Source: an optimization exercise on an open RTL-to-GDS flow (aim: small area, a short achievable clock period and few clock cycles). Production flows keep margins and buffers that such runs may drop.
Only simulation tests tie the RTL to the original design; equivalence was not proved.
Power and IR drop assume default switching activity.

--- flow/design.v ---
`timescale 1ns/1ps
module cpuCore (
  input  logic        CLK,
  input  logic        RST,
  input  logic        en,
  input  logic        start,
  output logic [7:0]  instAddr,
  input  logic [15:0] inst,
  output logic [7:0]  dataAddr,
  output logic        dataWe,
  output logic [15:0] dataOut,
  input  logic [15:0] dataIn,
  output logic        running
);
  localparam logic [4:0] OP_HALT = 5'b00001, OP_LOAD = 5'b00010, OP_STORE = 5'b00011,
    OP_ADD = 5'b10000, OP_ADDI = 5'b10001, OP_SUB = 5'b10011, OP_SUBI = 5'b10100,
    OP_INC = 5'b10110, OP_LDIL = 5'b10111, OP_LDIH = 5'b11000, OP_XOR = 5'b11001,
    OP_AND = 5'b11010, OP_OR = 5'b11011;
  logic        runQ, haltedQ, resumed;
  logic [7:0]  pc;
  logic [15:0] regs [8];
  logic [7:0]  valid;   
  logic [15:0] opA, opB;
  logic [2:0]  eDest;
  logic [3:0]  eOff;
  logic        eWrites, eHalt, eStore, eInvB, eCin, eSra;
  logic        eSelSum, eSelLog, eSelShl, eSelShr, eSelLoad;
  logic [3:0]  eTt, fTt;
  logic [15:0] logicOut;
  logic [15:0] sum, shIn, shl, shr, res;
  logic [4:0]  fOp;
  logic [7:0]  fImm;
  logic [15:0] rA, rB, vA, nB, immValA, immValB;
  logic [7:0]  eWriting, usable, matchA, matchB;
  logic        fwdA, fwdB, immA, immB, bUsesD, fWrites;
  assign instAddr = pc;
  assign fOp  = inst[15:11];
  assign fImm = inst[7:0];
  assign bUsesD = (fOp == OP_STORE) || (fOp == OP_ADDI) || (fOp == OP_SUBI);
  assign immA   = (fOp == OP_ADDI) || (fOp == OP_SUBI);
  assign immValA = (fOp == OP_SUBI) ? {8'hFF, ~fImm} : {8'h00, fImm};
  always_comb begin
    case (fOp)
      OP_LDIL: begin immB = 1'b1; immValB = {8'h00, fImm}; end
      OP_LDIH: begin immB = 1'b1; immValB = {fImm, 8'h00}; end
      OP_INC:  begin immB = 1'b1; immValB = 16'd1; end
      default: begin immB = 1'b0; immValB = 16'd0; end
    endcase
  end
  always_comb begin
    for (int i = 0; i < 8; i++) begin
      eWriting[i] = runQ && eWrites && eDest == 3'(i);
      usable[i]   = valid[i] && !eWriting[i];
      matchA[i]   = inst[6:4] == 3'(i);
      matchB[i]   = bUsesD ? inst[10:8] == 3'(i) : inst[2:0] == 3'(i);
    end
  end
  assign fwdA = |(matchA & eWriting) && !immA;
  assign fwdB = |(matchB & eWriting) && !immB;
  always_comb begin
    rA = '0;
    rB = '0;
    for (int i = 0; i < 8; i++) begin
      rA = rA | ({16{matchA[i] && usable[i] && !immA}} & regs[i]);
      rB = rB | ({16{matchB[i] && usable[i] && !immB}} & regs[i]);
    end
  end
  assign vA = rA | ({16{immA}} & immValA) | ({16{fwdA}} & res);
  assign nB = rB | immValB | ({16{fwdB}} & res);
  always_comb begin
    case (fOp)
      OP_XOR:  fTt = 4'b0110;
      OP_AND:  fTt = 4'b1000;
      OP_OR:   fTt = 4'b1110;
      default: fTt = 4'b1010;
    endcase
  end
  assign fWrites = (fOp == OP_LOAD) || (fOp[4] && fOp != 5'b10010 && fOp != 5'b10101);
  always_ff @(posedge CLK) begin
    opA      <= vA;
    opB      <= nB;
    eDest    <= inst[10:8];
    eOff     <= inst[3:0];
    eWrites  <= fWrites;
    eHalt    <= (fOp == OP_HALT);
    eStore   <= (fOp == OP_STORE);
    eInvB    <= (fOp == OP_SUB);
    eCin     <= (fOp == OP_SUB) || (fOp == OP_SUBI);
    eSra     <= fOp[0] && fOp[4:1] == 4'b1111;
    eSelSum  <= (fOp == OP_ADD) || (fOp == OP_ADDI) || (fOp == OP_SUB) ||
                (fOp == OP_SUBI) || (fOp == OP_INC);
    eSelLog  <= (fOp == OP_XOR) || (fOp == OP_AND) || (fOp == OP_OR) ||
                (fOp == OP_LDIL) || (fOp == OP_LDIH);
    eTt      <= fTt;
    eSelShl  <= (fOp[4:1] == 4'b1110);
    eSelShr  <= (fOp[4:1] == 4'b1111);
    eSelLoad <= (fOp == OP_LOAD);
  end
  assign sum = opA + (opB ^ {16{eInvB}}) + {15'd0, eCin};
  always_comb begin
    for (int i = 0; i < 16; i++) begin
      shIn[i] = eSelShl ? opA[15-i] : opA[i];
    end
    shr = 16'($signed({eSra & opA[15], shIn}) >>> opB[3:0]);
    for (int i = 0; i < 16; i++) begin
      shl[i] = shr[15-i];
    end
  end
  always_comb begin
    for (int i = 0; i < 16; i++) begin
      logicOut[i] = eTt[{opA[i], opB[i]}];
    end
  end
  assign res = ({16{eSelSum}}  & sum) |
               ({16{eSelLog}}  & logicOut) |
               ({16{eSelShl}}  & shl) |
               ({16{eSelShr}}  & shr) |
               ({16{eSelLoad}} & dataIn);
  always_ff @(posedge CLK) begin
    if (runQ && eWrites) begin
      regs[eDest] <= res;
    end
  end
  always_ff @(posedge CLK or posedge RST) begin
    if (RST) begin
      valid <= '0;
    end else if (runQ && eWrites) begin
      valid[eDest] <= 1'b1;
    end
  end
  assign dataAddr = opA[7:0] + {4'h0, eOff};
  assign dataOut  = opB;
  assign dataWe   = runQ && eStore;
  assign running = runQ && !(eHalt && !resumed);
  always_ff @(posedge CLK or posedge RST) begin
    if (RST) begin
      runQ    <= 1'b0;
      haltedQ <= 1'b0;
      resumed <= 1'b0;
      pc      <= '0;
    end else begin
      resumed <= 1'b0;
      if (runQ) begin
        if (eHalt) begin
          runQ    <= 1'b0;
          haltedQ <= 1'b1;
        end else if (!en) begin
          runQ <= 1'b0;   
        end else begin
          pc <= pc + 8'd1;
        end
      end else if (en && start && !haltedQ) begin
        runQ    <= 1'b1;
        resumed <= 1'b1;
        pc      <= pc + 8'd1;
      end
    end
  end
endmodule
--- flow/run.sh ---
#!/bin/bash
# synth_recipe.tcl (not shown) runs the flow's synth.tcl, then flattens the netlist and writes it again
# the make line also repeats each setting of config.mk as NAME=value (left out here)
make -C /OpenROAD-flow-scripts/flow DESIGN_CONFIG=/design/flow/config.mk WORK_HOME=/design/flow/orfs CLKGATE_MAP_FILE= SYNTH_SCRIPT=/design/flow/synth_recipe.tcl finish
--- flow/config.mk ---
export PLATFORM = sky130hd
export DESIGN_NAME = cpuCore
export DESIGN_NICKNAME = cpuCore
export VERILOG_FILES = /design/flow/design.v
export SDC_FILE = /design/flow/constraint.sdc
export NUM_CORES = 4
export LEC_CHECK = 0
export CAP_MARGIN = 20
export CORE_AREA = 5.06 5.44 215.41 214.88
export DIE_AREA = 0 0 220.41 220.32
export SETUP_SLACK_MARGIN = 2.0
export SLEW_MARGIN = 20
export TNS_END_PERCENT = 5
--- flow/constraint.sdc ---
create_clock -name core_clock -period 5.0 [get_ports {CLK}]
set_input_delay 1.0000 -clock core_clock [delete_from_list [all_inputs] [get_ports {CLK}]]
set_output_delay 1.0000 -clock core_clock [all_outputs]
set_load 0.01 [all_outputs]
==> run_results.csv, run 1 <==
group,metric,value,unit
logic_synthesis,synth_top_area_share,34.10,%
placement,port_buffers,69,
finish,fin_util,31.32,%
clock_network,clkLatencyLatePin,440,ps
logic_synthesis,yosysTopAreaCell,"edfxtp_1",
placement,dp_cells,1657,
critical_path,path_max_fanout,8,
floorplan,die_y,220.3,um
sta,skew,10.37,ps
placement,gp_congestion,0.9066,
finish,final_cell_count_no_fill,1713,
floorplan,fp-row-count,77,
job,cap_violations,0,
logic_synthesis,syn_nets,1096,
power_and_ir_drop,pwr-share-clk,26.2,%
sta,setup_viol,0,
clock_network,clock_path_buffers,2,
global_routing,antenna_found_initial,0,
sta,slew_headroom,25.28,%
routing,drc,0,
floorplan,initial_core_util,25.60,%
global_routing,overflow,0,
finish,drive_gt1_share,17.75,%
floorplan,die-area,0.04856,mm^2
critical_path,reg2reg_from,"opA[1]$_DFF_P_",
logic_synthesis,yosysSeqAreaShare,47.74,%
routing,vias,9654,
logic_synthesis,ys_warn_count,1,
floorplan,die_w,220.4,um
logic_synthesis,yosysUniqueCellTypes,74,
sta,max_clock_freq,312.0,MHz
worst_hold_path,hp-start,"haltedQ$_DFFE_PP0P_",
global_routing,grt_pass1_vias,9259,
global_routing,use_met2,25.53,%
logic_synthesis,synth.most_common_cell,"edfxtp_1",
logic_synthesis,syn_area_per_cell,10.92,um^2
power_and_ir_drop,leakagePower,5.031,nW
global_routing,met1_usage,21.16,%
logic_synthesis,async_flop_share,9.500,%
floorplan,fp.coreArea,0.04403,mm^2
critical_path,cp-startpoint,"opA[1]$_DFF_P_",
clock_network,cts_root_buf,"clkbuf_16",
power_and_ir_drop,p_per_area,361.2,mW/mm^2
sta,min_period,3205,ps
finish,final_net_count,1172,
sta,hold_viol_final,0,
sta,slew_viol_final,0,
routing,drt_iter0_drc,1177,
clock_network,cts.htree.levels,4,
logic_synthesis,synthesis.area,0.01127,mm^2
routing,via_per_inst,5.636,
logic_synthesis,synth_common_cells,"edfxtp_1, nand2_1, a22oi_1",
placement,dp_slack,416.9,ps
placement,post-dp-hpwl,27.01,mm
sta,fin_ws,1795,ps
critical_path,worst_ep_arrival_time,3340,ps
clock_network,cts_made_buffers,17,
finish,synthToLayoutAreaGrowth,22.34,%
logic_synthesis,ys_ff_latch,200,
finish,antennaDiodeCount,0,
power_and_ir_drop,p_int,3.295,mW
floorplan,ios,70,
critical_path,path_class,"reg -> reg",
critical_path,cp_data_required_time,5140,ps
global_routing,grt_pass1_wl,58.47,mm
critical_path,end_kind,"register",
finish,n_fill_cell,4437,
power_and_ir_drop,pwr-share-seq,43.6,%
global_routing,grt_use_met3,2.832,%
critical_path,cp-start-kind,"register",
worst_hold_path,worst_hold_path_type,"reg -> reg",
logic_synthesis,syn-instance-count,1032,
global_routing,top_usage_layer,"met2",
logic_synthesis,synth-edff-count,128,
clock_network,cts_tree,"done",
sta,rsz0062_at_grt,"true",
sta,fin_crit_sh,64.09,%
sta,worst_pin_slew,1121,ps
global_routing,gr-usage-all-layers,15.79,%
clock_network,path_clk_slew,70,ps
clock_network,clock-sinks,200,
power_and_ir_drop,p_sw_share,33.86,%
routing,dr.pass1.iters,9,
outcome,status,"no timing/DRC/antenna violations",
power_and_ir_drop,peakVddDrop,0.2567,mV
routing,ant_nets,0,
routing,wl,39.58,mm
routing,post_drt_wl_per_cell,23.11,um
power_and_ir_drop,power.switching,1.686,mW
global_routing,grt_max_degree,20,
sta,final.setup.tns,0,ps
logic_synthesis,netlist_top_cells_area,"edfxtp_1, dfxtp_1, a22oi_1",
logic_synthesis,ys.flop_type,"edfxtp_1",
power_and_ir_drop,pwr-share-comb,30.1,%
-- registers in the layout, indices dropped and copies added (netlist names), 3 cells and up --
signal	cells
eDest	3
eOff	4
eTt	3
opA	16
opB	16
pc	8
regs	128
valid	8
-- cells in the final DEF (no fill, tap or decap), drive strengths merged, types with 5 or more instances in the layout --
cell / n
mux2i: 20
nand2: 101
nand4: 18
nor3: 19
buf: 55
a21o: 22
nand3: 22
nor3b: 5
nand2b: 15
mux2: 26
a22oi: 67
clkbuf: 20
edfxtp: 128
a211o: 8
a221oi: 32
nor2: 52
xnor2: 17
dfxtp: 53
a211oi: 9
mux4: 15
or3: 7
and3: 9
o21ai: 46
dlygate4sd2: 6
nor2b: 7
nor4: 7
and2: 8
o2111ai: 15
a21oi: 32
o21a: 7
xor2: 26
a222oi: 29
clkdlybuf4s50: 59
a22o: 14
dfrtp: 19
ha: 25
a221o: 8
inv: 34
-- power by group through the flow --
stage / combinational (mW) / sequential, mW / clock [mW]
6_report: 1.50 / 2.17 / 1.31
5_1_grt: 1.61 / 2.19 / 1.40
3_5_place_dp: 1.38 / 2.21 / 0
4_1_cts: 1.46 / 2.16 / 1.32
3_3_place_gp: 1.36 / 2.21 / 0
2_1_floorplan: 0.938 / 2.09 / 0
-- worst paths after layout --
kind,end,cells past startpoint,slack (ps)
max in group asynchronous,valid[3]$_DFFE_PP0P_,2,3570
min,resumed$_DFF_PP0_,1,470
min reg2reg,resumed$_DFF_PP0_,1,470
max,regs[0][15]$_DFFE_PP_,8,1800
min in group asynchronous,pc[0]$_DFFE_PP0P_,2,980
max reg2reg,regs[0][15]$_DFFE_PP_,8,1800
-- per-stage QoR --
| stage | hold WS, ps | area, um^2 | total power, mW |
|---|---|---|---|
| after detailed placement | 452.0 | 12750 | 3.589 |
| final | 468.7 | 13790 | 4.981 |
| after floorplan | 421.5 | 11370 | 3.028 |
| after global routing | 485.7 | 13790 | 5.194 |
| after CTS | 469.7 | 13680 | 4.939 |
| after global placement | 447.9 | 12750 | 3.573 |
-- per-layer routing --
| metal | wire length [um] | vias to the layer above |
|---|---|---|
| li1 | - | 4217 |
| met1 | 15470 | 4695 |
| met2 | 18400 | 624 |
| met3 | 4090 | 118 |
| met4 | 1623 | 0 |
| met5 | 0 | - |
-- final cells by class --
class / count / area [um^2] / area share [%]
Clock buffer: 20 / 436.7 / 3.167
Clock inverter: 12 / 121.4 / 0.8802
Inverter: 31 / 122.6 / 0.8893
Multi-Input combinational cell: 735 / 5773 / 41.87
Sequential cell: 200 / 5404 / 39.19
Tap cell: 592 / 740.7 / 5.372
Timing Repair Buffer: 123 / 1190 / 8.630
-- kinds of logic (layout without fill, tap and decap cells) --
group | after synthesis | after routing | synth area share [%]
AO/OA/AOI/OAI | 315 | 315 | 21.33
AND/OR/NAND/NOR | 288 | 288 | 13.05
flip-flops | 200 | 200 | 47.74
buffers and inverters | 97 | 186 | 3.663
multiplexers | 61 | 61 | 7.571
XOR/XNOR | 43 | 43 | 3.341
adder cells (fa/ha/maj) | 28 | 28 | 3.308
-- critical path, stage by stage, from the launching register on --
cell	delay, ps
dfxtp_4	370
buf_4	170
mux4_2	520
mux2_2	330
a22o_1	260
o31ai_1	510
nand2_1	140
a211oi_2	390
inv_1	230
-- timing repair --
| action | 4_1_cts | 5_1_grt |
|---|---|---|
| endpoints found under the setup margin | 167 | 133 |
| buffers inserted | 19 | 4 |
| gates resized for setup | 64 | 18 |
| gates cloned | 1 | 0 |
| pin swaps | 15 | 8 |
| hold buffers | 0 | 0 |
Testbench counts, summed over its fixed seeds: cycles 9,192.
==> inputs of run 2 (changes only) <==
--- a/flow/config.mk
+++ b/flow/config.mk
@@ -8,4 +8,5 @@
 export CAP_MARGIN = 20
 export CORE_AREA = 5.06 5.44 215.41 214.88
+export CTS_BUF_LIST = sky130_fd_sc_hd__clkbuf_4 sky130_fd_sc_hd__clkbuf_8
 export DIE_AREA = 0 0 220.41 220.32
 export SETUP_SLACK_MARGIN = 2.0
==> run_results.csv, run 2 <==
group,metric,value,unit
outcome,status,"no timing/DRC/antenna violations",
global_routing,antenna_found_initial,1,
global_routing,grt_pass1_wl,58.25,mm
power_and_ir_drop,peakVddDrop,0.1820,mV
clock_network,clkLatencyLatePin,470,ps
logic_synthesis,netlist_top_cells_area,"edfxtp_1, dfxtp_1, a22oi_1",
placement,dp_slack,416.9,ps
floorplan,fp.coreArea,0.04403,mm^2
sta,min_period,3195,ps
logic_synthesis,synth_common_cells,"edfxtp_1, nand2_1, a22oi_1",
finish,reg_top3,"regs: 128 flops, opA: 16 flops, opB: 16 flops",
job,cap_violations,0,
sta,fin_ws,1805,ps
logic_synthesis,ys_warn_count,1,
power_and_ir_drop,finalPower,4.649,mW
routing,dr.pass1.iters,8,
routing,vias,9602,
critical_path,path_max_fanout,8,
sta,slew_viol_final,0,
floorplan,fp-row-count,77,
sta,skew,14.13,ps
finish,n_fill_cell,4461,
routing,post_drt_wl_per_cell,22.88,um
finish,mostFrequentLayoutCells,"edfxtp_1, nand2_1, a22oi_1, clkdlybuf4s50_1, nor2_1",
placement,port_buffers,69,
logic_synthesis,synth-edff-count,128,
power_and_ir_drop,p_int,3.013,mW
floorplan,ios,70,
sta,slew_headroom,25.18,%
critical_path,cp-start-kind,"register",
finish,drive_gt1_share,17.91,%
placement,post-dp-hpwl,27.01,mm
critical_path,end_kind,"register",
clock_network,cts_tree,"done",
finish,fin_area,0.01356,mm^2
logic_synthesis,syn-instance-count,1032,
floorplan,die_w,220.4,um
logic_synthesis,ys_ff_latch,200,
placement,dp_cells,1657,
global_routing,top_usage_layer,"met2",
logic_synthesis,synth_top_area_share,34.10,%
clock_network,cts_hold_buf,0,
finish,synthToLayoutAreaGrowth,20.29,%
power_and_ir_drop,power.switching,1.636,mW
sta,final.setup.tns,0,ps
global_routing,grt_pass1_vias,9340,
critical_path,path_class,"reg -> reg",
sta,rsz0062_at_grt,"true",
worst_hold_path,worst_hold_path_type,"reg -> reg",
clock_network,path_clk_slew,100,ps
placement,place_area,0.01275,mm^2
clock_network,clock-sinks,200,
logic_synthesis,synthesis.area,0.01127,mm^2
power_and_ir_drop,p_per_area,342.9,mW/mm^2
critical_path,cp_data_required_time,5190,ps
power_and_ir_drop,pwr-share-clk,21.2,%
routing,drc,0,
logic_synthesis,yosysSeqAreaShare,47.74,%
logic_synthesis,async_flop_share,9.500,%
finish,final_cell_count_no_fill,1716,
global_routing,met1_usage,21.01,%
global_routing,overflow,0,
sta,fin_crit_sh,63.90,%
logic_synthesis,ys.flop_type,"edfxtp_1",
sta,max_clock_freq,313.0,MHz
critical_path,worst_ep_arrival_time,3380,ps
finish,final_net_count,1173,
logic_synthesis,synth.most_common_cell,"edfxtp_1",
power_and_ir_drop,leakagePower,4.960,nW
finish,largest_reg_flops,128,
power_and_ir_drop,pwr-share-comb,32.2,%
logic_synthesis,syn_nets,1096,
logic_synthesis,yosysUniqueCellTypes,74,
finish,regMostFlops,"regs",
routing,wl,39.26,mm
placement,gp_congestion,0.9066,
clock_network,cts_root_buf,"clkbuf_8",
floorplan,die-area,0.04856,mm^2
routing,drt_iter0_drc,1232,
global_routing,grt_max_degree,20,
floorplan,die_y,220.3,um
power_and_ir_drop,p_sw_share,35.19,%
global_routing,gr-usage-all-layers,15.73,%
clock_network,cts_made_buffers,17,
sta,worst_pin_slew,1122,ps
logic_synthesis,yosysTopAreaCell,"edfxtp_1",
routing,ant_nets,0,
power_and_ir_drop,pwr-share-seq,46.6,%
routing,via_per_inst,5.596,
floorplan,initial_core_util,25.60,%
clock_network,cts.htree.levels,4,
global_routing,grt_use_met3,2.600,%
sta,hold_viol_final,0,
clock_network,clock_path_buffers,2,
logic_synthesis,syn_area_per_cell,10.92,um^2
global_routing,use_met2,25.24,%
sta,setup_viol,0,
finish,layout_commonest_cell,"edfxtp_1",
[run 2: changes by cell type in the layout (fill, tap and decap cells not counted), moves of 3 or more]
cell and change:
clkbuf_1 -3, clkbuf_4 +3, clkbuf_8 +17, buf_4 +4
clkbuf_16 -17
[run 2: routing by layer]
metal / vias up / wire length [um] / share of wire, %
li1: 4211 / - / -
met1: 4669 / 15560 / 40
met2: 618 / 18400 / 47
met3: 104 / 3865 / 9.8
met4: 0 / 1440 / 3.7
met5: - / 0 / 0
[run 2: critical path: stages (launching register included)]
cell and delay (ps):
dfxtp_4 370, buf_4 170, mux4_2 520, mux2_2 330, a22o_1 250, o31ai_1 510, nand2_1 140, a211oi_2 380
inv_1 230
[run 2: through the flow]
| step | hold WS (ps) | utilization [%] |
|---|---|---|
| 2_1_floorplan | 421.5 | - |
| 3_3_place_gp | 447.9 | 28.96 |
| 3_5_place_dp | 452.0 | 28.96 |
| 4_1_cts | 474.8 | 30.63 |
| 5_1_grt | 490.6 | 30.79 |
| 6_report | 472.9 | 30.79 |
[run 2: final cells by class]
class	count	area [um^2]	share of cell area (%)
antenna	2	5.005	0.03691
timing repair buffer	124	1179	8.693
clock buffer	20	256.5	1.892
multi-input combinational	735	5727	42.24
sequential	200	5404	39.86
tap	592	740.7	5.463
clock inverter	12	121.4	0.8952
inverter	31	125.1	0.9228
[run 2: what timing repair did]
action                                 4_1_cts  5_1_grt
gates resized for setup                     62       13
setup endpoints to repair                  167      141
buffers inserted                            21        3
pin swaps                                   11        4
cloned                                       1        0
endpoints found under the hold margin        0        0
[run 2: kinds of logic (layout without fill, tap and decap cells)]
group	Yosys count	after routing	share of synthesized area, %
AOI/OAI and AO/OA	315	315	21.33
and+or+nand+nor	288	288	13.05
DFF	200	200	47.74
buffers and inverters	97	187	3.663
muxes	61	61	7.571
xor gates and xnor gates	43	43	3.341
adders and majority gates	28	28	3.308
other	0	2	0
[run 2: worst paths after layout]
path                                       from                    end  slack [ps]  depth (start not counted)
max                              opA[1]$_DFF_P_  regs[3][15]$_DFFE_PP_        1800                          8
min                        valid[7]$_DFFE_PP0P_   valid[7]$_DFFE_PP0P_         470                          1
max reg2reg                      opA[1]$_DFF_P_  regs[3][15]$_DFFE_PP_        1800                          8
max in group asynchronous                   RST   valid[3]$_DFFE_PP0P_        3610                          2
min reg2reg                valid[7]$_DFFE_PP0P_   valid[7]$_DFFE_PP0P_         470                          1
min in group asynchronous                   RST      resumed$_DFF_PP0_         940                          2
[run 2: power by group through the flow]
stage / sequential [mW] / combinational [mW] / clock, mW
detailed placement: 2.21 / 1.38 / 0
finish: 2.17 / 1.50 / 0.984
global route: 2.18 / 1.61 / 1.08
CTS: 2.16 / 1.46 / 1.00
floorplan: 2.09 / 0.938 / 0
global placement: 2.21 / 1.36 / 0
==> inputs of run 3 (changes only) <==
==> flow/flow/run.sh (new file) <==
#!/bin/bash
# Standard layout, with adders left to ABC instead of being mapped to
# ripple chains of fa/ha cells.
set -euo pipefail
export ADDER_MAP_FILE=
bash standard.sh > standard.log 2>&1
==> flow/standard.sh (new file) <==
#!/bin/bash
# synth_recipe.tcl (not shown) runs the flow's synth.tcl, then flattens the netlist and writes it again
# the make line also repeats each setting of config.mk as NAME=value (left out here)
make -C /OpenROAD-flow-scripts/flow DESIGN_CONFIG=/design/flow/config.mk WORK_HOME=/design/flow/orfs CLKGATE_MAP_FILE= SYNTH_SCRIPT=/design/flow/synth_recipe.tcl "${@:-finish}"
removed: flow/run.sh
==> run_results.csv, run 3 <==
group,metric,value,unit
sta,setup_viol,0,
critical_path,cp_data_required_time,4000,ps
power_and_ir_drop,peakVddDrop,0.1602,mV
routing,post_drt_wl_per_cell,23.40,um
logic_synthesis,netlist_top_cells_area,"edfxtp_1, dfxtp_1, a222oi_1",
routing,wl,43.69,mm
floorplan,fp-row-count,77,
logic_synthesis,syn-instance-count,1202,
sta,slew_viol_final,0,
finish,final_net_count,1298,
critical_path,worst_ep_arrival_time,2320,ps
logic_synthesis,ys_warn_count,1,
logic_synthesis,ys_ff_latch,200,
logic_synthesis,syn_nets,1238,
routing,ant_nets,0,
floorplan,initial_core_util,27.67,%
clock_network,clock-sinks,200,
logic_synthesis,synth_common_cells,"edfxtp_1, nand2_1, clkbuf_1",
global_routing,gr-usage-all-layers,17.56,%
placement,port_buffers,69,
worst_hold_path,worst_hold_path_type,"reg -> reg",
power_and_ir_drop,leakagePower,4.956,nW
global_routing,antenna_found_initial,1,
clock_network,cts_root_buf,"clkbuf_8",
global_routing,grt_pass1_vias,10696,
finish,regMostFlops,"regs",
clock_network,cts_tree,"done",
logic_synthesis,synth-edff-count,128,
placement,post-dp-hpwl,29.59,mm
logic_synthesis,syn_area_per_cell,10.14,um^2
job,cap_violations,0,
finish,fin_area,0.01443,mm^2
clock_network,cts_made_buffers,17,
finish,layout_commonest_cell,"edfxtp_1",
critical_path,end_kind,"primary output",
sta,rsz0062_at_grt,"true",
sta,fin_crit_sh,66.37,%
placement,place_area,0.01349,mm^2
routing,drc,0,
critical_path,path_class,"reg -> out",
finish,mostFrequentLayoutCells,"edfxtp_1, nand2_1, buf_4, clkdlybuf4s50_1, nand3_1",
finish,fin_util,32.76,%
logic_synthesis,synthesis.area,0.01218,mm^2
finish,reg_top3,"regs: 128 flops, opA: 16 flops, opB: 16 flops",
sta,hold_ws,477.1,ps
sta,slew_headroom,27.65,%
critical_path,r2r_setup_slack,1740,ps
placement,dp_cells,1798,
finish,largest_reg_flops,128,
sta,min_period,3318,ps
routing,vias,10940,
global_routing,grt_pass1_wl,65.32,mm
sta,skew,12.84,ps
critical_path,cp-start-kind,"register",
routing,drt_iter0_drc,1295,
global_routing,overflow,0,
clock_network,cts.htree.levels,4,
clock_network,clkLatencyLatePin,490,ps
critical_path,path_max_fanout,5,
sta,hold_viol_final,0,
routing,dr.pass1.iters,9,
logic_synthesis,async_flop_share,9.500,%
floorplan,fp.coreArea,0.04403,mm^2
floorplan,die-area,0.04856,mm^2
sta,final.setup.tns,0,ps
logic_synthesis,ys.flop_type,"edfxtp_1",
placement,gp_congestion,0.9332,
global_routing,grt_max_degree,32,
sta,worst_pin_slew,1079,ps
clock_network,path_clk_slew,110,ps
outcome,status,"no timing/DRC/antenna violations",
clock_network,cts_hold_buf,0,
logic_synthesis,synth.most_common_cell,"edfxtp_1",
clock_network,clock_path_buffers,2,
logic_synthesis,yosysTopAreaCell,"edfxtp_1",
finish,synthToLayoutAreaGrowth,18.39,%
finish,drive_gt1_share,17.18,%
routing,via_per_inst,5.860,
logic_synthesis,synth_top_area_share,31.55,%
floorplan,die_w,220.4,um
logic_synthesis,yosysSeqAreaShare,44.16,%
floorplan,die_y,220.3,um
power_and_ir_drop,p_per_area,342.8,mW/mm^2
finish,antennaDiodeCount,0,
logic_synthesis,yosysUniqueCellTypes,88,
sta,max_clock_freq,301.4,MHz
floorplan,ios,70,
finish,final_cell_count_no_fill,1867,
## run 3: worst paths after layout
check / startpoint / endpoint / cells past startpoint
setup / recovery: opA[1]$_DFF_P_ / dataAddr[7] / 10
max in group asynchronous: RST / runQ$_DFF_PP0_ / 2
hold / removal: haltedQ$_DFFE_PP0P_ / resumed$_DFF_PP0_ / 1
hold reg to reg: haltedQ$_DFFE_PP0P_ / resumed$_DFF_PP0_ / 1
setup reg to reg: opA[6]$_DFF_P_ / opA[14]$_DFF_P_ / 9
min in group asynchronous: RST / resumed$_DFF_PP0_ / 2
## run 3: routing by layer
layer / vias to the layer above / part of all wire (%) / GRT usage [%]
met1: 5329 / 39 / 22.00
li1: 4774 / - / -
met4: 0 / 3.9 / 7.531
met3: 144 / 9.7 / 3.735
met2: 693 / 48 / 29.38
met5: - / 0 / 0
## run 3: power by group
part / internal [mW] / switching [mW]
combinational: 0.755 / 0.976
sequential: 1.93 / 0.269
clock: 0.392 / 0.626
total: 3.07 / 1.87
## run 3: worst max-delay path, cell delays in order, from the launching register on
cell     delay (ps)
dfxtp_4         410
inv_2            80
a21oi_4         180
maj3_2          280
o21a_1          150
a21oi_2          40
nor2_2          140
buf_4           140
nand3_2          90
xnor2_2         160
buf_2           160
## run 3: stage by stage
step | worst slack [ps] | power (mW)
finish | 1682 | 4.945
global route | 1606 | 5.167
CTS | 1683 | 4.890
detailed placement | 389.7 | 3.838
global placement | 370.7 | 3.819
floorplan | 1678 | 3.221
## run 3: area by class of cell
cell class                 instances  area (um^2)
inverter                          49        187.7
timing repair buffer             140         1287
fill                            4441        29600
multi-input combinational        854         6415
clock inverter                    15        151.4
clock buffer                      17        234.0
sequential                       200         5409
tap                              592        740.7
## run 3: what timing repair did
action | in CTS | in global routing
resized for setup | 73 | 23
cloned | 1 | 0
buffers inserted | 32 | 4
pin swaps | 17 | 6
setup endpoints to repair | 160 | 145
## run 3: cell families (layout without fill, tap and decap cells)
family	Yosys count	in the layout	synth area share, %
and+or+nand+nor	374	375	16.25
AOI/OAI and AO/OA	342	342	21.48
DFF	200	200	44.16
buffers and inverters	149	221	5.340
xor gates and xnor gates	65	65	4.734
muxes	57	57	6.808
adders and majority gates	15	15	1.232
==> inputs of run 4 (changes only) <==
==> flow/flow/run.sh (replaced) <==
#!/bin/bash
# Standard layout, with the port buffers made of sky130_fd_sc_hd__buf_1
# instead of the delay buffer buffer_ports picks by default.
set -euo pipefail
export BUFFER_PORTS_ARGS="-buffer_cell sky130_fd_sc_hd__buf_1"
bash standard.sh > standard.log 2>&1
--- a/flow/config.mk
+++ b/flow/config.mk
@@ -8,5 +8,4 @@
 export CAP_MARGIN = 20
 export CORE_AREA = 5.06 5.44 215.41 214.88
-export CTS_BUF_LIST = sky130_fd_sc_hd__clkbuf_4 sky130_fd_sc_hd__clkbuf_8
 export DIE_AREA = 0 0 220.41 220.32
 export SETUP_SLACK_MARGIN = 2.0
==> run_results.csv, run 4 <==
group,metric,value,unit
outcome,status,"no timing/DRC/antenna violations",
sta,worst_pin_slew,1112,ps
sta,max_clock_freq,314.8,MHz
logic_synthesis,synth_top_area_share,34.10,%
routing,drc,0,
sta,setup_viol,0,
global_routing,grt_max_degree,20,
placement,port_buffers,69,
critical_path,cp_data_required_time,5010,ps
finish,final_cell_count_no_fill,1718,
logic_synthesis,ys_ff_latch,200,
clock_network,path_clk_slew,70,ps
critical_path,cp-start-kind,"register",
routing,post_drt_wl_per_cell,23.17,um
routing,vias,9614,
floorplan,fp-row-count,77,
power_and_ir_drop,peakVddDrop,0.2572,mV
finish,reg_top3,"regs: 128 flops, opA: 16 flops, opB: 16 flops",
floorplan,die_y,220.3,um
power_and_ir_drop,p_per_area,372.8,mW/mm^2
sta,hold_ws,455.4,ps
finish,largest_reg_flops,128,
finish,mostFrequentLayoutCells,"edfxtp_1, nand2_1, a22oi_1, buf_1, buf_4",
global_routing,gr-usage-all-layers,16.00,%
finish,final_net_count,1176,
critical_path,path_cells,"buf_4 -> mux4_1 -> mux2_2 -> mux2_2 -> a221o_1 -> nand2_1 -> nand3_1",
sta,fin_crit_sh,63.53,%
sta,slew_headroom,25.40,%
finish,fin_util,30.30,%
sta,rsz0062_at_grt,"true",
critical_path,worst_ep_arrival_time,3190,ps
clock_network,cts_tree,"done",
power_and_ir_drop,pwr-share-seq,43.0,%
floorplan,initial_core_util,25.60,%
placement,dp_slack,856.4,ps
sta,fin_ws,1824,ps
placement,place_area,0.01232,mm^2
sta,min_period,3176,ps
clock_network,clock_path_buffers,2,
power_and_ir_drop,p_int,3.260,mW
placement,post-dp-hpwl,27.16,mm
logic_synthesis,async_flop_share,9.500,%
logic_synthesis,ys.flop_type,"edfxtp_1",
power_and_ir_drop,power.switching,1.715,mW
finish,synthToLayoutAreaGrowth,18.38,%
critical_path,slowest_stage,"mux4_1",
sta,final.setup.tns,0,ps
routing,drt_iter0_drc,1193,
global_routing,antenna_found_initial,1,
logic_synthesis,yosysSeqAreaShare,47.74,%
logic_synthesis,yosysTopAreaCell,"edfxtp_1",
critical_path,path_max_fanout,10,
logic_synthesis,synthesis.area,0.01127,mm^2
finish,drive_gt1_share,18.04,%
logic_synthesis,syn_area_per_cell,10.92,um^2
finish,fin_area,0.01334,mm^2
routing,via_per_inst,5.596,
job,cap_violations,0,
sta,skew,8.750,ps
clock_network,cts_made_buffers,17,
placement,gp_congestion,0.9146,
critical_path,slowest_delay,580,ps
global_routing,overflow,0,
floorplan,fp.coreArea,0.04403,mm^2
finish,layout_commonest_cell,"edfxtp_1",
clock_network,clkLatencyLatePin,440,ps
logic_synthesis,syn-instance-count,1032,
routing,ant_nets,0,
routing,wl,39.81,mm
critical_path,path_class,"reg -> reg",
power_and_ir_drop,pwr-share-clk,27.9,%
power_and_ir_drop,p_sw_share,34.47,%
clock_network,clock-sinks,200,
routing,dr.pass1.iters,8,
clock_network,cts.htree.levels,4,
sta,hold_viol_final,0,
global_routing,grt_pass1_vias,9394,
logic_synthesis,synth.most_common_cell,"edfxtp_1",
floorplan,ios,70,
floorplan,die_w,220.4,um
logic_synthesis,yosysUniqueCellTypes,74,
logic_synthesis,ys_warn_count,1,
sta,slew_viol_final,0,
power_and_ir_drop,pwr-share-comb,29.1,%
critical_path,end_kind,"register",
clock_network,cts_hold_buf,0,
clock_network,cts_root_buf,"clkbuf_16",
power_and_ir_drop,finalPower,4.975,mW
critical_path,crit_top_cell,"mux2_2",
logic_synthesis,netlist_top_cells_area,"edfxtp_1, dfxtp_1, a22oi_1",
logic_synthesis,synth-edff-count,128,
placement,dp_cells,1657,
finish,regMostFlops,"regs",
logic_synthesis,syn_nets,1096,
power_and_ir_drop,leakagePower,4.907,nW
global_routing,grt_pass1_wl,59.02,mm
logic_synthesis,synth_common_cells,"edfxtp_1, nand2_1, a22oi_1",
floorplan,die-area,0.04856,mm^2
worst_hold_path,worst_hold_path_type,"reg -> reg",
[run 4: changes by cell type in the layout (fill, tap and decap cells not counted), sizes merged, moves of 13 or more]
cell / previous run / this run
clkdlybuf4s50: 58 / 0
buf: 77 / 125
nand3: 54 / 22
xnor2: 48 / 17
a22oi: 42 / 67
ha: 0 / 25
a222oi: 50 / 29
inv: 56 / 35
nor3: 37 / 19
nor2b: 23 / 7
maj3: 15 / 0
mux2: 11 / 26
a21oi: 45 / 32
nand2: 114 / 101
[run 4: power groups by stage]
| stage | clock network (mW) | registers [mW] | logic (mW) |
|---|---|---|---|
| after floorplan | 0 | 2.09 | 0.938 |
| after global placement | 0 | 2.18 | 1.30 |
| after detailed placement | 0 | 2.18 | 1.31 |
| after CTS | 1.40 | 2.13 | 1.41 |
| after global routing | 1.47 | 2.15 | 1.56 |
| final | 1.39 | 2.14 | 1.45 |
[run 4: final timing paths]
path	end	slack, ps	start	cells after the start
min in group asynchronous	pc[6]$_DFFE_PP0P_	650	RST	2
worst min-delay path	valid[7]$_DFFE_PP0P_	460	valid[7]$_DFFE_PP0P_	1
worst min register to register	valid[7]$_DFFE_PP0P_	460	valid[7]$_DFFE_PP0P_	1
worst max-delay path	regs[6][1]$_DFFE_PP_	1820	opB[0]$_DFF_P_	7
worst max register to register	regs[6][1]$_DFFE_PP_	1820	opB[0]$_DFF_P_	7
max in group asynchronous	valid[3]$_DFFE_PP0P_	3870	RST	2
[run 4: routing by layer]
metal,vias up,share of wire (%),track usage (%)
met3,103,8.4,2.162
met5,-,0,0
met2,559,47,25.92
met4,0,4.4,7.468
li1,4218,-,-
met1,4734,40,21.26
[run 4: cell families (layout without fill, tap and decap cells)]
kind of cell               count (synthesis)  count (layout)  synth area share, %
muxes                                     61              61                7.571
buffers and inverters                     97             190                3.663
adders and majority gates                 28              28                3.308
AOI/OAI and AO/OA                        315             315                21.33
DFF                                      200             200                47.74
other                                      0               1                    0
and+or+nand+nor                          288             288                13.05
xor gates and xnor gates                  43              43                3.341
[run 4: cell type report]
type | count | area, um^2
Clock buffer | 18 | 429.2
Fill cell | 4447 | 30690
Sequential cell | 200 | 5404
Timing Repair Buffer | 127 | 743.2
Multi-Input combinational cell | 735 | 5736
Clock inverter | 14 | 171.4
Tap cell | 592 | 740.7
Inverter | 31 | 116.4
Antenna cell | 1 | 2.502
[run 4: timing repair]
action	4_1_cts	5_1_grt
pin swaps	14	10
resized for setup	39	18
endpoints found under the setup margin	164	121
setup buffers	21	7
[run 4: worst max-delay path: cells and delay by family (launching register included)]
| kind | cells | cell delay, ps |
|---|---|---|
| multiplexers | 3 | 1180 |
| AND/OR/NAND/NOR | 2 | 500 |
| AO/OA/AOI/OAI | 1 | 450 |
| flip-flops | 1 | 430 |
| buffers and inverters | 1 | 180 |
==> inputs of run 5 (changes only) <==
--- a/flow/config.mk
+++ b/flow/config.mk
@@ -6,6 +6,8 @@
 export NUM_CORES = 4
 export LEC_CHECK = 0
+export ABC_AREA = 1
 export CAP_MARGIN = 20
 export CORE_AREA = 5.06 5.44 215.41 214.88
+export CTS_BUF_LIST = sky130_fd_sc_hd__clkbuf_4 sky130_fd_sc_hd__clkbuf_8
 export DIE_AREA = 0 0 220.41 220.32
 export SETUP_SLACK_MARGIN = 2.0
==> run_results.csv, run 5 <==
group,metric,value,unit
clock_network,cts.htree.levels,4,
logic_synthesis,synth_compound_area_share,6.397,%
sta,worst_pin_slew,1137,ps
logic_synthesis,synth_mux_area_share,0.08981,%
placement,post-dp-hpwl,33.38,mm
logic_synthesis,netlist_top_cells_area,"edfxtp_1, nand2_1, dfxtp_1",
critical_path,timing.rr.end,"opB[4]$_DFF_P_",
critical_path,cp_data_required_time,5430,ps
routing,drt_iter0_drc,1331,
logic_synthesis,ys.flop_type,"edfxtp_1",
worst_hold_path,hp-start,"haltedQ$_DFFE_PP0P_",
sta,slew_headroom,24.12,%
worst_hold_path,whs_endpoint,"haltedQ$_DFFE_PP0P_",
floorplan,fp.coreArea,0.04403,mm^2
logic_synthesis,synth-edff-count,128,
global_routing,antenna_found_initial,1,
outcome,status,"no timing/DRC/antenna violations",
sta,skew,20.82,ps
finish,regMostFlops,"regs",
floorplan,die_w,220.4,um
finish,n_fill_cell,4688,
global_routing,gr-usage-all-layers,19.30,%
logic_synthesis,yosysTopAreaCell,"edfxtp_1",
power_and_ir_drop,finalPower,5.030,mW
finish,layout_commonest_cell,"nand2_1",
sta,hold_viol_final,0,
sta,final.setup.tns,0,ps
routing,post_drt_wl_per_cell,20.61,um
routing,dr.pass1.iters,6,
clock_network,cts_tree,"done",
logic_synthesis,yosysSeqAreaShare,42.91,%
logic_synthesis,syn-instance-count,1648,
floorplan,initial_core_util,28.48,%
clock_network,clock-sinks,200,
logic_synthesis,yosysUniqueCellTypes,50,
power_and_ir_drop,leakagePower,6.082,nW
routing,wl,47.72,mm
finish,reg_top3,"regs: 128 flops, opA: 16 flops, opB: 16 flops",
clock_network,cts_made_buffers,17,
logic_synthesis,synth_top_family_by_area,"simple AND/OR/NAND/NOR gates",
sta,setup_viol,0,
routing,via_per_inst,5.283,
finish,largest_reg_flops,128,
sta,max_clock_freq,325.8,MHz
critical_path,r2r_setup_slack,2030,ps
finish,final_cell_count_no_fill,2316,
floorplan,die-area,0.04856,mm^2
finish,drive_gt1_share,8.764,%
finish,synthToLayoutAreaGrowth,12.40,%
power_and_ir_drop,peakVddDrop,0.1627,mV
logic_synthesis,synth_top_area_share,30.66,%
floorplan,ios,70,
clock_network,clock_path_buffers,2,
logic_synthesis,ys_warn_count,1,
finish,fin_util,32.01,%
critical_path,cp-start-kind,"input pin",
finish,mostFrequentLayoutCells,"nand2_1, nand3_1, inv_1, nand4_1, edfxtp_1",
worst_hold_path,whs_path_depth,2,
placement,dp_cells,2270,
critical_path,reg2reg_depth,9,
clock_network,cts_root_buf,"clkbuf_8",
critical_path,end_kind,"register",
logic_synthesis,synth.most_common_cell,"nand2_1",
placement,port_buffers,69,
global_routing,grt_max_degree,52,
placement,place_area,0.01347,mm^2
global_routing,grt_pass1_wl,71.52,mm
finish,seq_area,0.005395,mm^2
sta,slew_viol_final,0,
critical_path,worst_ep_arrival_time,3500,ps
global_routing,overflow,0,
sta,fin_crit_sh,61.39,%
logic_synthesis,synthesis.area,0.01254,mm^2
floorplan,die_y,220.3,um
clock_network,cts_hold_buf,0,
floorplan,fp-row-count,77,
logic_synthesis,synth-simple-area-share,37.48,%
logic_synthesis,syn_nets,1712,
logic_synthesis,synthXorXnorAreaFrac,2.096,%
global_routing,grt_pass1_vias,11762,
sta,rsz0062_at_grt,"true",
logic_synthesis,synth-adder-area-share,2.974,%
routing,drc,0,
critical_path,path_class,"in -> reg",
routing,vias,12236,
finish,multi_input_area,0.006248,mm^2
finish,final_net_count,1774,
logic_synthesis,async_flop_share,9.500,%
critical_path,path_max_fanout,51,
clock_network,path_clk_slew,110,ps
job,cap_violations,0,
logic_synthesis,synth_common_cells,"nand2_1, nand3_1, inv_1",
logic_synthesis,syn_area_per_cell,7.608,um^2
placement,gp_congestion,0.9309,
critical_path,reg2reg_from,"opB[3]$_DFF_P_",
logic_synthesis,ys_ff_latch,200,
power_and_ir_drop,p_per_area,356.9,mW/mm^2
clock_network,clkLatencyLatePin,500,ps
finish,fin_area,0.01409,mm^2
routing,ant_nets,0,
worst_hold_path,worst_hold_path_type,"reg -> reg",
sta,min_period,3069,ps
[run 5: stage by stage]
stage / hold slack (ps) / setup slack, ps
floorplan: 427.9 / 2001
global placement: 442.9 / 1295
detailed placement: 453.1 / 1237
CTS: 477.4 / 1766
global route: 509.3 / 1806
finish: 477.7 / 1931
[run 5: worst max path at each step]
stage,from,end,slack [ps],cells past startpoint
detailed placement,inst[15],opB[4]$_DFF_P_,1240,13
finish,inst[11],opB[4]$_DFF_P_,1930,14
global route,inst[11],opB[1]$_DFF_P_,1810,14
CTS,inst[15],opB[4]$_DFF_P_,1770,13
floorplan,eInvB$_DFF_P_,regs[0][14]$_DFFE_PP_,2000,14
global placement,inst[15],opB[15]$_DFF_P_,1300,13
[run 5: worst max-delay path, stage by stage]
cell,delay (ps)
buf_1,250
inv_2,90
nor2_4,150
nand3_4,240
nand3_4,200
nand2_1,80
nand2_2,110
buf_4,530
nand4_1,160
nand2_1,110
nor2_2,60
nand2_4,250
nand3_1,110
nand2_1,110
[run 5: logic make-up after synthesis]
group | count (synthesis)
compound gates | 135
xor+xnor | 30
fa+ha+maj | 28
buf+inv | 250
flops | 200
mux | 1
simple gates | 1004
[run 5: layout make-up]
class,count,share of cell area (%)
Antenna cell,1,0.01776
Sequential cell,200,38.28
Multi-Input combinational cell,1198,44.34
Clock buffer,17,1.660
Clock inverter,15,1.456
Tap cell,592,5.256
Timing Repair Buffer,110,4.110
Inverter,183,4.883
[run 5: timing repair]
item                       in CTS  in global routing
setup endpoints to repair     154                158
setup buffers                   9                  4
gates resized for setup        21                  8
pin swaps                       7                  4
[run 5: where the power goes]
part,internal (mW),switching [mW],total (mW)
Sequential,1.95,0.217,2.16
Combinational,0.518,1.22,1.73
Clock,0.473,0.658,1.13
[run 5: metal layers]
metal	routed length [um]	global-route usage, %
met5	0	0
met4	1983	8.259
met3	3853	3.598
met2	22740	32.63
met1	19140	24.17
==> inputs of run 6 (changes only) <==
--- a/flow/config.mk
+++ b/flow/config.mk
@@ -6,10 +6,9 @@
 export NUM_CORES = 4
 export LEC_CHECK = 0
-export ABC_AREA = 1
-export CAP_MARGIN = 20
+export CAP_MARGIN = 5
 export CORE_AREA = 5.06 5.44 215.41 214.88
 export CTS_BUF_LIST = sky130_fd_sc_hd__clkbuf_4 sky130_fd_sc_hd__clkbuf_8
 export DIE_AREA = 0 0 220.41 220.32
 export SETUP_SLACK_MARGIN = 2.0
-export SLEW_MARGIN = 20
+export SLEW_MARGIN = 5
 export TNS_END_PERCENT = 5
==> run_results.csv, run 6 <==
group,metric,value,unit
outcome,status,"no timing/DRC/antenna violations",
critical_path,slowest_delay,580,ps
critical_path,crit_end,"regs[1][1]$_DFFE_PP_",
finish,largest_reg_flops,128,
critical_path,reg2reg_depth,7,
floorplan,die_y,220.3,um
finish,final_cell_count_no_fill,1717,
power_and_ir_drop,p_per_area,352.8,mW/mm^2
routing,drc,0,
placement,port_buffers,69,
sta,setup_viol,0,
sta,hold_viol_final,0,
sta,worst_pin_slew,1281,ps
sta,rsz0062_at_grt,"true",
finish,mostFrequentLayoutCells,"edfxtp_1, nand2_1, a22oi_1, buf_1, nor2_1",
global_routing,overflow,0,
logic_synthesis,yosysSeqAreaShare,47.74,%
logic_synthesis,synth_top_area_share,34.10,%
finish,reg_top3,"regs: 128 flops, opA: 16 flops, opB: 16 flops",
logic_synthesis,syn-instance-count,1032,
routing,vias,9617,
finish,fin_util,30.02,%
logic_synthesis,ys.flop_type,"edfxtp_1",
sta,slew_viol_final,0,
logic_synthesis,synth_top_family_by_area,"compound AO/OA/AOI/OAI gates",
placement,post-dp-hpwl,27.16,mm
finish,final_net_count,1175,
logic_synthesis,synthXorXnorAreaFrac,3.341,%
logic_synthesis,synth.most_common_cell,"edfxtp_1",
routing,post_drt_wl_per_cell,23.38,um
sta,max_clock_freq,316.8,MHz
critical_path,r2r_setup_slack,1840,ps
logic_synthesis,yosysUniqueCellTypes,74,
sta,skew,13.45,ps
clock_network,path_clk_slew,100,ps
critical_path,worst_ep_arrival_time,3220,ps
logic_synthesis,synthesis.area,0.01127,mm^2
critical_path,cp-startpoint,"opB[0]$_DFF_P_",
critical_path,timing.rr.end,"regs[1][1]$_DFFE_PP_",
worst_hold_path,worst_hold_path_type,"reg -> reg",
critical_path,cp-start-kind,"register",
logic_synthesis,synth-edff-count,128,
placement,gp_congestion,0.9146,
global_routing,grt_max_degree,20,
sta,fin_crit_sh,63.12,%
finish,synthToLayoutAreaGrowth,17.28,%
clock_network,clkLatencyLatePin,480,ps
logic_synthesis,syn_area_per_cell,10.92,um^2
sta,slew_headroom,14.01,%
global_routing,grt_pass1_vias,9399,
floorplan,ios,70,
logic_synthesis,synth_compound_area_share,21.33,%
logic_synthesis,syn_nets,1096,
finish,regMostFlops,"regs",
clock_network,clock_path_buffers,2,
global_routing,gr-usage-all-layers,16.04,%
global_routing,antenna_found_initial,1,
global_routing,grt_pass1_wl,59.22,mm
clock_network,cts_hold_buf,0,
sta,hold_ws,461.0,ps
finish,layout_commonest_cell,"edfxtp_1",
power_and_ir_drop,leakagePower,4.820,nW
sta,final.setup.tns,0,ps
finish,drive_gt1_share,18.68,%
floorplan,initial_core_util,25.60,%
logic_synthesis,async_flop_share,9.500,%
critical_path,cp_data_required_time,5060,ps
critical_path,path_cells,"buf_4 -> mux4_1 -> mux2_2 -> mux2_2 -> a221o_1 -> nand2_1 -> nand3_1",
floorplan,die_w,220.4,um
critical_path,path_class,"reg -> reg",
clock_network,clock-sinks,200,
logic_synthesis,ys_warn_count,1,
logic_synthesis,yosysTopAreaCell,"edfxtp_1",
clock_network,cts_tree,"done",
floorplan,die-area,0.04856,mm^2
critical_path,slowest_stage,"mux4_1",
clock_network,cts_made_buffers,17,
routing,wl,40.14,mm
floorplan,fp-row-count,77,
logic_synthesis,netlist_top_cells_area,"edfxtp_1, dfxtp_1, a22oi_1",
sta,min_period,3156,ps
logic_synthesis,synth-simple-area-share,13.06,%
logic_synthesis,synth_mux_area_share,7.571,%
critical_path,end_kind,"register",
finish,n_fill_cell,4477,
routing,ant_nets,0,
routing,dr.pass1.iters,6,
logic_synthesis,synth-adder-area-share,3.308,%
job,cap_violations,0,
routing,drt_iter0_drc,1137,
critical_path,crit_top_cell,"mux2_2",
power_and_ir_drop,peakVddDrop,0.1752,mV
placement,dp_cells,1657,
floorplan,fp.coreArea,0.04403,mm^2
logic_synthesis,ys_ff_latch,200,
clock_network,cts_root_buf,"clkbuf_8",
routing,via_per_inst,5.601,
critical_path,path_max_fanout,10,
clock_network,cts.htree.levels,4,
critical_path,reg2reg_from,"opB[0]$_DFF_P_",
logic_synthesis,synth_common_cells,"edfxtp_1, nand2_1, a22oi_1",
run 6: cells by family after synthesis:
kind of cell	count (synthesis)
muxes	61
and+or+nand+nor	288
buffers and inverters	97
DFF	200
AOI/OAI and AO/OA	315
xor gates and xnor gates	43
adders and majority gates	28
run 6: metal layers:
layer | track usage (%) | up-vias | share of wire, %
met2 | 26.16 | 593 | 47
met5 | 0 | - | 0
li1 | - | 4216 | -
met1 | 21.19 | 4695 | 40
met3 | 2.353 | 113 | 8.4
met4 | 7.198 | 0 | 3.9
run 6: area by class of cell:
class                   count  area (um^2)  share of cell area (%)
multi-input cells         735         5767                   43.63
flip-flops and latches    200         5406                   40.90
repair buffers            126        769.5                   5.821
well taps                 592        740.7                   5.603
clock buffers              18        241.5                   1.827
clock inverters            14        171.4                   1.297
inverters                  31        120.1                  0.9087
diodes                      1        2.502                 0.01893
run 6: worst max-delay path, delay by kind of cell, from the launching register on:
kind | cells | cell delay (ps)
mux | 3 | 1190
buf+inv | 1 | 180
flops | 1 | 440
compound gates | 1 | 450
simple gates | 2 | 480
run 6: what timing repair did:
item / CTS / global route
pin swaps: 11 / 13
endpoints found under the setup margin: 167 / 122
endpoints found under the hold margin: 0 / 0
cloned: 0 / 0
gates resized for setup: 40 / 27
buffers inserted: 21 / 6
run 6: worst min-delay path by stage:
stage                         startpoint                   end  slack, ps  depth (start not counted)
floorplan           valid[7]$_DFFE_PP0P_  valid[7]$_DFFE_PP0P_        420                          1
global placement    valid[7]$_DFFE_PP0P_  valid[7]$_DFFE_PP0P_        440                          1
detailed placement  valid[7]$_DFFE_PP0P_  valid[7]$_DFFE_PP0P_        440                          1
CTS                 valid[7]$_DFFE_PP0P_  valid[7]$_DFFE_PP0P_        470                          1
global route         haltedQ$_DFFE_PP0P_     resumed$_DFF_PP0_        490                          1
finish              valid[7]$_DFFE_PP0P_  valid[7]$_DFFE_PP0P_        460                          1
run 6: power by group:
part / switching (mW) / total [mW] / internal [mW]
Combinational: 0.880 / 1.47 / 0.590
Clock: 0.592 / 1.06 / 0.465
Sequential: 0.206 / 2.14 / 1.93
Total: 1.68 / 4.66 / 2.99
run 6: per-stage QoR:
step	cell area (um^2)	setup WS, ps	total power, mW
2_1_floorplan	11370	1980	3.028
3_3_place_gp	12320	980.8	3.478
3_5_place_dp	12320	856.4	3.496
4_1_cts	13080	1818	4.620
5_1_grt	13220	1737	4.874
6_report	13220	1844	4.664
==> inputs of run 7 (changes only) <==
--- a/flow/config.mk
+++ b/flow/config.mk
@@ -6,9 +6,9 @@
 export NUM_CORES = 4
 export LEC_CHECK = 0
-export CAP_MARGIN = 5
+export CAP_MARGIN = 20
 export CORE_AREA = 5.06 5.44 215.41 214.88
 export CTS_BUF_LIST = sky130_fd_sc_hd__clkbuf_4 sky130_fd_sc_hd__clkbuf_8
 export DIE_AREA = 0 0 220.41 220.32
-export SETUP_SLACK_MARGIN = 2.0
-export SLEW_MARGIN = 5
+export SETUP_SLACK_MARGIN = 1.8
+export SLEW_MARGIN = 20
 export TNS_END_PERCENT = 5
==> run_results.csv, run 7 <==
group,metric,value,unit
sta,worst_pin_slew,1192,ps
sta,fin_ws,1728,ps
power_and_ir_drop,peakVddDrop,0.1451,mV
critical_path,path_cells,"mux4_2 -> mux2_2 -> a2111oi_0 -> o21ai_0 -> a32o_1 -> nor3b_4 -> inv_1",
finish,mostFrequentLayoutCells,"edfxtp_1, nand2_1, a22oi_1, buf_1, buf_4",
floorplan,die-area,0.04856,mm^2
routing,ant_nets,0,
sta,max_clock_freq,305.6,MHz
logic_synthesis,synth-edff-count,128,
outcome,status,"no timing/DRC/antenna violations",
sta,final.setup.tns,0,ps
critical_path,r2r_setup_slack,1730,ps
placement,post-dp-hpwl,27.89,mm
logic_synthesis,ys_warn_count,1,
global_routing,grt_max_degree,20,
power_and_ir_drop,p_per_area,356.8,mW/mm^2
logic_synthesis,synthXorXnorAreaFrac,3.341,%
sta,slew_viol_final,0,
placement,dp_slack,829.9,ps
critical_path,worst_ep_arrival_time,3460,ps
floorplan,ios,70,
routing,via_per_inst,5.601,
logic_synthesis,ys.flop_type,"edfxtp_1",
clock_network,cts.htree.levels,4,
sta,rsz0062_at_grt,"true",
finish,synthToLayoutAreaGrowth,16.76,%
logic_synthesis,synth_top_family_by_area,"compound AO/OA/AOI/OAI gates",
routing,wl,40.55,mm
finish,n_fill_cell,4528,
global_routing,grt_pass1_vias,9293,
floorplan,die_y,220.3,um
logic_synthesis,synth-adder-area-share,3.308,%
logic_synthesis,synth_mux_area_share,7.571,%
logic_synthesis,yosysUniqueCellTypes,74,
logic_synthesis,yosysSeqAreaShare,47.74,%
sta,slew_headroom,20.10,%
sta,min_period,3272,ps
worst_hold_path,hp-start,"valid[7]$_DFFE_PP0P_",
logic_synthesis,syn-instance-count,1032,
critical_path,path_max_fanout,11,
floorplan,initial_core_util,25.60,%
logic_synthesis,synth_common_cells,"edfxtp_1, nand2_1, a22oi_1",
sta,skew,17.75,ps
routing,vias,9622,
routing,dr.pass1.iters,7,
routing,drt_iter0_drc,1217,
logic_synthesis,syn_nets,1096,
logic_synthesis,async_flop_share,9.500,%
power_and_ir_drop,leakagePower,4.829,nW
worst_hold_path,whs_endpoint,"valid[7]$_DFFE_PP0P_",
critical_path,slowest_delay,570,ps
logic_synthesis,synth_top_area_share,34.10,%
critical_path,timing.rr.end,"regs[0][13]$_DFFE_PP_",
logic_synthesis,yosysTopAreaCell,"edfxtp_1",
global_routing,overflow,0,
floorplan,fp.coreArea,0.04403,mm^2
critical_path,path_class,"reg -> reg",
global_routing,grt_pass1_wl,59.35,mm
clock_network,cts_root_buf,"clkbuf_8",
finish,reg_top3,"regs: 128 flops, opA: 16 flops, opB: 16 flops",
routing,post_drt_wl_per_cell,23.60,um
finish,largest_reg_flops,128,
clock_network,cts_made_buffers,17,
routing,drc,0,
logic_synthesis,syn_area_per_cell,10.92,um^2
placement,gp_congestion,0.9137,
clock_network,cts_tree,"done",
clock_network,path_clk_slew,100,ps
floorplan,die_w,220.4,um
logic_synthesis,synth-simple-area-share,13.06,%
logic_synthesis,ys_ff_latch,200,
clock_network,cts_hold_buf,0,
critical_path,reg2reg_from,"opA[4]$_DFF_P_",
logic_synthesis,synth.most_common_cell,"edfxtp_1",
sta,hold_viol_final,0,
finish,drive_gt1_share,17.85,%
logic_synthesis,synthesis.area,0.01127,mm^2
finish,layout_commonest_cell,"edfxtp_1",
clock_network,clock-sinks,200,
finish,multi_input_area,0.005737,mm^2
finish,seq_area,0.005400,mm^2
critical_path,cp-start-kind,"register",
clock_network,clkLatencyLatePin,480,ps
finish,final_net_count,1177,
global_routing,antenna_found_initial,0,
floorplan,fp-row-count,77,
global_routing,gr-usage-all-layers,16.12,%
critical_path,reg2reg_depth,7,
sta,setup_viol,0,
sta,fin_crit_sh,65.45,%
logic_synthesis,synth_compound_area_share,21.33,%
job,cap_violations,0,
finish,regMostFlops,"regs",
critical_path,cp_data_required_time,5190,ps
worst_hold_path,whs_path_depth,1,
finish,antennaDiodeCount,0,
worst_hold_path,worst_hold_path_type,"reg -> reg",
logic_synthesis,netlist_top_cells_area,"edfxtp_1, dfxtp_1, a22oi_1",
placement,port_buffers,69,
clock_network,clock_path_buffers,2,
critical_path,end_kind,"register",
critical_path,slowest_stage,"mux4_2",
## run 7: report_power, final
part	switching, mW	total, mW	internal [mW]
clock network	0.582	1.10	0.517
logic	0.880	1.45	0.571
registers	0.216	2.15	1.93
total	1.68	4.70	3.02
## run 7: worst max-delay path, delay by kind of cell (launching register included)
family                 cells  cell delay [ps]
flip-flops                 1              490
AND/OR/NAND/NOR            1              340
AO/OA/AOI/OAI              3             1070
buffers and inverters      1              210
multiplexers               2              890
## run 7: how the worst max path moves through the flow
stage / slack, ps / cells after the start / endpoint / startpoint
after floorplan: 1820 / 13 / regs[0][10]$_DFFE_PP_ / opB[0]$_DFF_P_
after global placement: 910 / 9 / opB[4]$_DFF_P_ / inst[13]
after detailed placement: 830 / 9 / opB[0]$_DFF_P_ / inst[13]
after CTS: 1700 / 8 / opB[3]$_DFF_P_ / inst[13]
after global routing: 1680 / 5 / dataAddr[5] / opA[3]$_DFF_P_
final: 1730 / 7 / regs[0][13]$_DFFE_PP_ / opA[4]$_DFF_P_
## run 7: per-stage QoR
step	cells	cell area, um^2	total power, mW	utilization, %	hold slack, ps
detailed placement	1662	12330	3.501	28.01	443.0
global route	1718	13160	4.902	29.89	487.4
CTS	1706	12960	4.630	29.43	462.5
floorplan	1032	11290	3.009	-	421.5
global placement	1661	12320	3.480	27.99	443.5
finish	1718	13160	4.695	29.89	459.7
## run 7: layout make-up
cell class                      count  area share, %
Clock buffer                       19          1.892
Clock inverter                     13          1.284
Inverter                           31         0.8842
Multi-Input combinational cell    735          43.59
Sequential cell                   200          41.03
Tap cell                          592          5.628
Timing Repair Buffer              128          5.686
## run 7: timing repair
item	CTS	global route
setup buffers	12	12
gates resized for setup	30	28
pin swaps	7	10
endpoints found under the setup margin	149	121
## run 7: logic make-up after synthesis
logic type                 after synthesis
and+or+nand+nor                        288
adders and majority gates               28
AOI/OAI and AO/OA                      315
buffers and inverters                   97
xor gates and xnor gates                43
muxes                                   61
DFF                                    200
## run 7: per-layer routing
| layer | vias up | wire (um) | global-route usage, % |
|---|---|---|---|
| met1 | 4671 | 15970 | 21.00 |
| met4 | 0 | 1533 | 6.574 |
| met5 | - | 0 | 0 |
| met3 | 112 | 4258 | 3.598 |
| met2 | 624 | 18780 | 26.03 |
| li1 | 4215 | - | - |
==> inputs of run 8 (changes only) <==
--- a/flow/config.mk
+++ b/flow/config.mk
@@ -10,5 +10,5 @@
 export CTS_BUF_LIST = sky130_fd_sc_hd__clkbuf_4 sky130_fd_sc_hd__clkbuf_8
 export DIE_AREA = 0 0 220.41 220.32
-export SETUP_SLACK_MARGIN = 1.8
+export SETUP_SLACK_MARGIN = 2.0
 export SLEW_MARGIN = 20
-export TNS_END_PERCENT = 5
+export TNS_END_PERCENT = 0
==> run_results.csv, run 8 <==
group,metric,value,unit
critical_path,cp_data_required_time,5200,ps
logic_synthesis,yosysSeqAreaShare,47.74,%
finish,reg_top3,"regs: 128 flops, opA: 16 flops, opB: 16 flops",
power_and_ir_drop,pwr-share-comb,30.6,%
clock_network,path_clk_slew,100,ps
logic_synthesis,synthesis.area,0.01127,mm^2
critical_path,cp-start-kind,"register",
routing,vias,9582,
sta,final.setup.tns,0,ps
critical_path,worst_ep_arrival_time,3500,ps
logic_synthesis,synth.most_common_cell,"edfxtp_1",
clock_network,clkLatencyLatePin,480,ps
finish,final_net_count,1165,
sta,slew_headroom,22.28,%
critical_path,slowest_delay,370,ps
clock_network,cts.htree.levels,4,
sta,hold_ws,463.2,ps
sta,fin_ws,1696,ps
logic_synthesis,netlist_top_cells_area,"edfxtp_1, dfxtp_1, a22oi_1",
sta,skew,18.33,ps
global_routing,top_usage_layer,"met2",
logic_synthesis,ys_warn_count,1,
logic_synthesis,synth_common_cells,"edfxtp_1, nand2_1, a22oi_1",
global_routing,antenna_found_initial,1,
critical_path,path_max_fanout,8,
floorplan,fp-row-count,77,
critical_path,slowest_stage,"fa_2",
sta,worst_pin_slew,1158,ps
power_and_ir_drop,pwr-share-clk,22.1,%
critical_path,reg2reg_from,"eInvB$_DFF_P_",
sta,rsz0062_at_grt,"true",
power_and_ir_drop,pwr-share-seq,47.3,%
sta,slew_viol_final,0,
worst_hold_path,worst_hold_path_type,"reg -> reg",
floorplan,die_w,220.4,um
logic_synthesis,syn_nets,1096,
logic_synthesis,ys.flop_type,"edfxtp_1",
placement,port_buffers,69,
logic_synthesis,async_flop_share,9.500,%
sta,fin_crit_sh,66.07,%
sta,hold_viol_final,0,
power_and_ir_drop,leakagePower,4.715,nW
logic_synthesis,synth-edff-count,128,
logic_synthesis,yosysUniqueCellTypes,74,
global_routing,met1_usage,21.24,%
finish,layout_commonest_cell,"edfxtp_1",
clock_network,cts_tree,"done",
logic_synthesis,ys_ff_latch,200,
routing,drc,0,
clock_network,cts_made_buffers,17,
logic_synthesis,syn_area_per_cell,10.92,um^2
global_routing,overflow,0,
logic_synthesis,yosysTopAreaCell,"edfxtp_1",
critical_path,crit_family,"compound AO/OA/AOI/OAI gates",
global_routing,use_met2,25.59,%
floorplan,die_y,220.3,um
logic_synthesis,synth_top_area_share,34.10,%
placement,dp_slack,905.0,ps
floorplan,ios,70,
floorplan,initial_core_util,25.60,%
power_and_ir_drop,p_int,2.889,mW
critical_path,path_class,"reg -> reg",
routing,drt_iter0_drc,1118,
floorplan,die-area,0.04856,mm^2
power_and_ir_drop,p_sw_share,36.38,%
finish,drive_gt1_share,15.62,%
critical_path,end_kind,"register",
sta,min_period,3304,ps
worst_hold_path,hp-start,"valid[7]$_DFFE_PP0P_",
routing,dr.pass1.iters,7,
finish,largest_reg_flops,128,
routing,via_per_inst,5.613,
sta,setup_viol,0,
power_and_ir_drop,p_per_area,350.5,mW/mm^2
routing,post_drt_wl_per_cell,23.32,um
clock_network,cts_root_buf,"clkbuf_8",
power_and_ir_drop,peakVddDrop,0.1938,mV
clock_network,clock_path_buffers,2,
power_and_ir_drop,power.switching,1.652,mW
finish,regMostFlops,"regs",
global_routing,grt_pass1_vias,9226,
logic_synthesis,syn-instance-count,1032,
outcome,status,"no timing/DRC/antenna violations",
critical_path,crit_buf_inv,6,
routing,wl,39.81,mm
global_routing,gr-usage-all-layers,15.90,%
critical_path,path_cells,"buf_12 -> xnor2_4 -> fa_2 -> inv_1 -> fa_2 -> a21oi_2 -> o211ai_1 -> o41ai_2 -> buf_4 -> buf_4 -> a21boi_1 -> xor2_1 -> a221oi_2 -> buf_4 -> inv_1",
critical_path,cp-startpoint,"eInvB$_DFF_P_",
global_routing,grt_pass1_wl,58.25,mm
sta,max_clock_freq,302.7,MHz
global_routing,grt_use_met3,2.654,%
floorplan,fp.coreArea,0.04403,mm^2
finish,synthToLayoutAreaGrowth,14.98,%
critical_path,crit_top_cell,"buf_4",
clock_network,clock-sinks,200,
routing,ant_nets,0,
placement,gp_congestion,0.9071,
global_routing,grt_max_degree,20,
job,cap_violations,0,
placement,post-dp-hpwl,27.22,mm
finish,mostFrequentLayoutCells,"edfxtp_1, nand2_1, buf_1, a22oi_1, nor2_1",
run 8: layout make-up:
class | count | area, um^2
fillers | 4517 | 31070
multi-input cells | 735 | 5662
flip-flops and latches | 200 | 5398
well taps | 592 | 740.7
repair buffers | 116 | 658.1
clock buffers | 18 | 241.5
clock inverters | 14 | 140.1
inverters | 31 | 116.4
diodes | 1 | 2.502
run 8: worst paths after layout:
check | end | slack [ps] | cells after the start
setup / recovery | regs[5][10]$_DFFE_PP_ | 1700 | 15
hold / removal | valid[7]$_DFFE_PP0P_ | 460 | 1
setup reg to reg | regs[5][10]$_DFFE_PP_ | 1700 | 15
hold reg to reg | valid[7]$_DFFE_PP0P_ | 460 | 1
max in group asynchronous | pc[2]$_DFFE_PP0P_ | 3920 | 2
min in group asynchronous | pc[5]$_DFFE_PP0P_ | 600 | 2
run 8: repair_timing:
item	in CTS	in global routing
hold buffers	0	0
buffers inserted	13	10
resized for setup	22	1
pin swaps	6	3
endpoints found under the setup margin	167	132
endpoints found under the hold margin	0	0
run 8: cells by family after synthesis:
family / after synthesis / share of synthesized area [%]
compound gates: 315 / 21.33
flops: 200 / 47.74
mux: 61 / 7.571
simple gates: 288 / 13.05
fa+ha+maj: 28 / 3.308
xor+xnor: 43 / 3.341
buf+inv: 97 / 3.663
run 8: layer usage:
metal / vias to the layer above / wire length, um
li1: 4196 / -
met1: 4696 / 16070
met2: 587 / 18690
met3: 103 / 3453
met4: 0 / 1587
met5: - / 0
run 8: through the flow:
| step | area (um^2) | total power [mW] | util [%] | cells |
|---|---|---|---|---|
| after floorplan | 11370 | 3.027 | - | 1032 |
| after global placement | 12290 | 3.478 | 27.91 | 1651 |
| after detailed placement | 12290 | 3.496 | 27.91 | 1651 |
| after CTS | 12880 | 4.519 | 29.24 | 1696 |
| after global routing | 12960 | 4.752 | 29.43 | 1707 |
| final | 12960 | 4.542 | 29.43 | 1707 |
run 8: power groups by stage:
stage | clock (mW) | combinational (mW) | sequential, mW
3_5_place_dp | 0 | 1.30 | 2.20
6_report | 1.00 | 1.39 | 2.15
3_3_place_gp | 0 | 1.28 | 2.19
4_1_cts | 1.01 | 1.36 | 2.14
2_1_floorplan | 0 | 0.938 | 2.09
5_1_grt | 1.09 | 1.50 | 2.16

[what the ideal ports hide]
How much do the figures lean on ideal ports? The routed layouts below were timed once more, with nothing changed but the port constraints.
Step 1, drivers: a clkbuf_16 drives CLK and a buf_2 each remaining input, both assumed.
Step 2 also shifts input and output timing later by t, the mid clock arrival at the registers, as if the neighbouring blocks saw the same clock.
Slacks: ideal / step 1 / step 2; pairs: ideal / step 1.
run | t, ns | slack for setup (ns)
run 1 | 0.479 | 1.795 / 1.770 / 1.364
run 2 | 0.511 | 1.805 / 1.804 / 1.367
run 3 | 0.532 | 1.682 / 1.634 / 1.236
run 4 | 0.488 | 1.824 / 1.808 / 1.554
run 5 | 0.534 | 1.931 / 1.905 / 1.410
run 6 | 0.518 | 1.844 / 1.844 / 1.478
run 7 | 0.514 | 1.728 / 1.728 / 1.334
run 8 | 0.512 | 1.696 / 1.696 / 1.236
After both steps setup and hold are still met in every run listed.
